What follows belongs to an exercise in optimizing a design on an open flow for small area and a short achievable clock period; a production flow would make more cautious choices. No activity file was given, so power comes from the tool's default toggle rates.

// loadStoreUnit
module loadStoreUnit #(
    parameter int unsigned TimerStep = 1
) (
    input  logic clk,
    input  logic arstN,
    input  logic reqValid,
    input  logic reqWrite,
    input  rvMemPkg::widthCode reqWidth,
    input  logic [rvMemPkg::xlen-1:0] reqAddr,
    input  logic [rvMemPkg::xlen-1:0] reqWdata,
    input  logic [rvMemPkg::xlen-1:0] rdataMem,
    input  logic memStall,
    output logic busy,
    output logic done,
    output logic [rvMemPkg::xlen-1:0] rdData,
    output logic [rvMemPkg::xlen-1:0] address,
    output logic weMem,
    output logic reMem,
    output logic [rvMemPkg::xlen-1:0] wdataMem,
    output logic [rvMemPkg::maskWidth-1:0] wmaskMem,
    output logic timerIrq
);
Size in the first run: ~370 flip-flops, ~0.023 mm^2 of cells after synthesis.
==> module mmioTimer, before the edit <==
module mmioTimer #(
    parameter int unsigned TimerStep = 1
) (
    input  logic clk,
    input  logic arstN,
    input  logic [rvMemPkg::xlen-1:0] reqWdata,
    input  logic busy,
    input  logic reqAddrBit3,                
    input  logic timerReadCmp,               
    input  logic acceptMtimecmpWrite,
    input  logic writeMtime,                 
    input  logic writeMtimecmp,              
    input  logic [rvMemPkg::xlen-1:0] heldWdata,
    output logic [rvMemPkg::xlen-1:0] mtime,
    output logic [rvMemPkg::xlen-1:0] mtimecmp,
    output logic [rvMemPkg::xlen-1:0] timerValue,
    output logic timerIrq
);
    localparam int xlen = rvMemPkg::xlen;
    logic [xlen-1:0] mtimeInc;
    logic mtimeAllOnes;
    logic [xlen-1:0] mtimeNext;
    logic [xlen-1:0] mtimecmpNext;
    logic [xlen-1:0] other;
    logic [7:0] halfNotGt;
    logic [7:0] halfNotLt;
    logic [7:0] heldNotGt;
    logic [7:0] heldNotLt;
    logic dataGt;
    logic dataLt;
    logic mtimeWasAllOnes;
    logic notIncEqCmp;
    logic notEqCmp;
    logic irqNext;
    timerIncrement uIncrement (
        .value(mtime),
        .inc(mtimeInc),
        .allOnes(mtimeAllOnes)
    );
    assign mtimeNext = writeMtime ? heldWdata :
                       ((TimerStep == 1) ? mtimeInc : mtime + xlen'(TimerStep));
    assign mtimecmpNext = acceptMtimecmpWrite ? reqWdata : mtimecmp;
    assign other = reqAddrBit3 ? mtimecmp : mtime;
    assign timerValue = timerReadCmp ? mtimecmp : mtime;
    compareFront uFront (
        .a(reqWdata),
        .b(other),
        .notGt(halfNotGt),
        .notLt(halfNotLt)
    );
    always_ff @(posedge clk) begin
        heldNotGt <= halfNotGt;
        heldNotLt <= halfNotLt;
        mtimeWasAllOnes <= mtimeAllOnes;
    end
    compareBack uBack (
        .notGtIn(heldNotGt),
        .notLtIn(heldNotLt),
        .gt(dataGt),
        .lt(dataLt)
    );
    incEqual uIncEqual (
        .value(mtime),
        .target(mtimecmp),
        .notIncEq(notIncEqCmp),
        .notEq(notEqCmp)
    );
    always_comb begin
        if (TimerStep != 1) begin
            irqNext = (mtimeNext >= mtimecmp);
        end else if (writeMtime) begin
            irqNext = !dataLt;
        end else if (writeMtimecmp) begin
            irqNext = !notIncEqCmp ||
                      (!mtimeAllOnes && (!notEqCmp || (!mtimeWasAllOnes && !dataGt)));
        end else begin
            irqNext = !notIncEqCmp || (!mtimeAllOnes && timerIrq);
        end
    end
    always_ff @(posedge clk or negedge arstN) begin
        if (!arstN) begin
            mtime <= '0;
            mtimecmp <= platformPkg::mtimecmpReset;
            timerIrq <= 1'b0;
        end else begin
            mtime <= mtimeNext;
            mtimecmp <= mtimecmpNext;
            timerIrq <= irqNext;
        end
    end
endmodule
clock: 4.1 ns
lec_check: 0
cap_margin: 20
core_margin: 2
core_utilization: 40
setup_slack_margin: 1.9
slew_margin: 20
synth_hierarchical: 1
standard.sh (not shown) runs the stock make flow with config.mk's settings and CLKGATE_MAP_FILE= SYNTH_SCRIPT=/design/flow/synth_recipe.tcl, a recipe that flattens the netlist after the stock synthesis.
==> flow/flow/run.sh <==
#!/bin/bash
# The standard layout, with plain buffers on the ports instead of the
# delay cells buffer_ports picks by default. Every port still gets a buffer.
set -euo pipefail
export BUFFER_PORTS_ARGS="-buffer_cell sky130_fd_sc_hd__buf_1"
bash standard.sh > standard.log 2>&1
Edit:
--- a/flow/design.v
+++ b/flow/design.v
@@ -308,12 +308,12 @@
         .allOnes(mtimeAllOnes)
     );
     assign mtimeNext = writeMtime ? heldWdata :
                        ((TimerStep == 1) ? mtimeInc : mtime + xlen'(TimerStep));
     assign mtimecmpNext = acceptMtimecmpWrite ? reqWdata : mtimecmp;
-    assign other = reqAddrBit3 ? mtimecmp : mtime;
-    assign timerValue = timerReadCmp ? mtimecmp : mtime;
+    assign other = (busy ? timerReadCmp : reqAddrBit3) ? mtimecmp : mtime;
+    assign timerValue = other;
     compareFront uFront (
         .a(reqWdata),
         .b(other),
         .notGt(halfNotGt),
         .notLt(halfNotLt)
After rerunning: Area after synthesis drops by 3.7%; wire length climbs by about 1.6%; cell area drops by 4.1%; register-to-register slack got worse by 180 ps; setup slack got worse by 180 ps; count of clock-buffer cells in the layout climbs by 1; die area drops by 3.6%; sequential share of layout area climbs by 1.4 points; clock power drops by about 3%; via count drops by about 1.1%; combinational power climbs by about 2%.
No functional check of the RTL was part of any run of this note.

-- re-timing with driven ports --
The results above use ideal ports. As a check the final layouts listed here were re-extracted and re-timed, cells and wires unchanged. Step 1, drivers: a clkbuf_16 drives clk and a buf_2 each remaining input, both assumed. Step 2 times the ports against the registers' clock, not the clock port: input delays grow and output delays shrink by t, the midpoint of the rising clock arrivals with the driver on. Slacks: no drivers / after step 1 / after step 2; pairs: no drivers / after step 1.
run | t, ns | setup WS [ns] | worst register clock-pin slew, ns | worst slew at a driven data input, ns
the first run | 0.636 | 1.669 / 1.669 / 1.190 | 0.06 / 0.06 | 0.12
the second run | 0.643 | 1.485 / 1.485 / 0.958 | 0.06 / 0.06 | 0.12
After both steps every run listed still meets setup and hold. For the second run, which loses most, drivers alone change the setup slack by 0.000 ns; drivers and shift together by -0.527 ns.
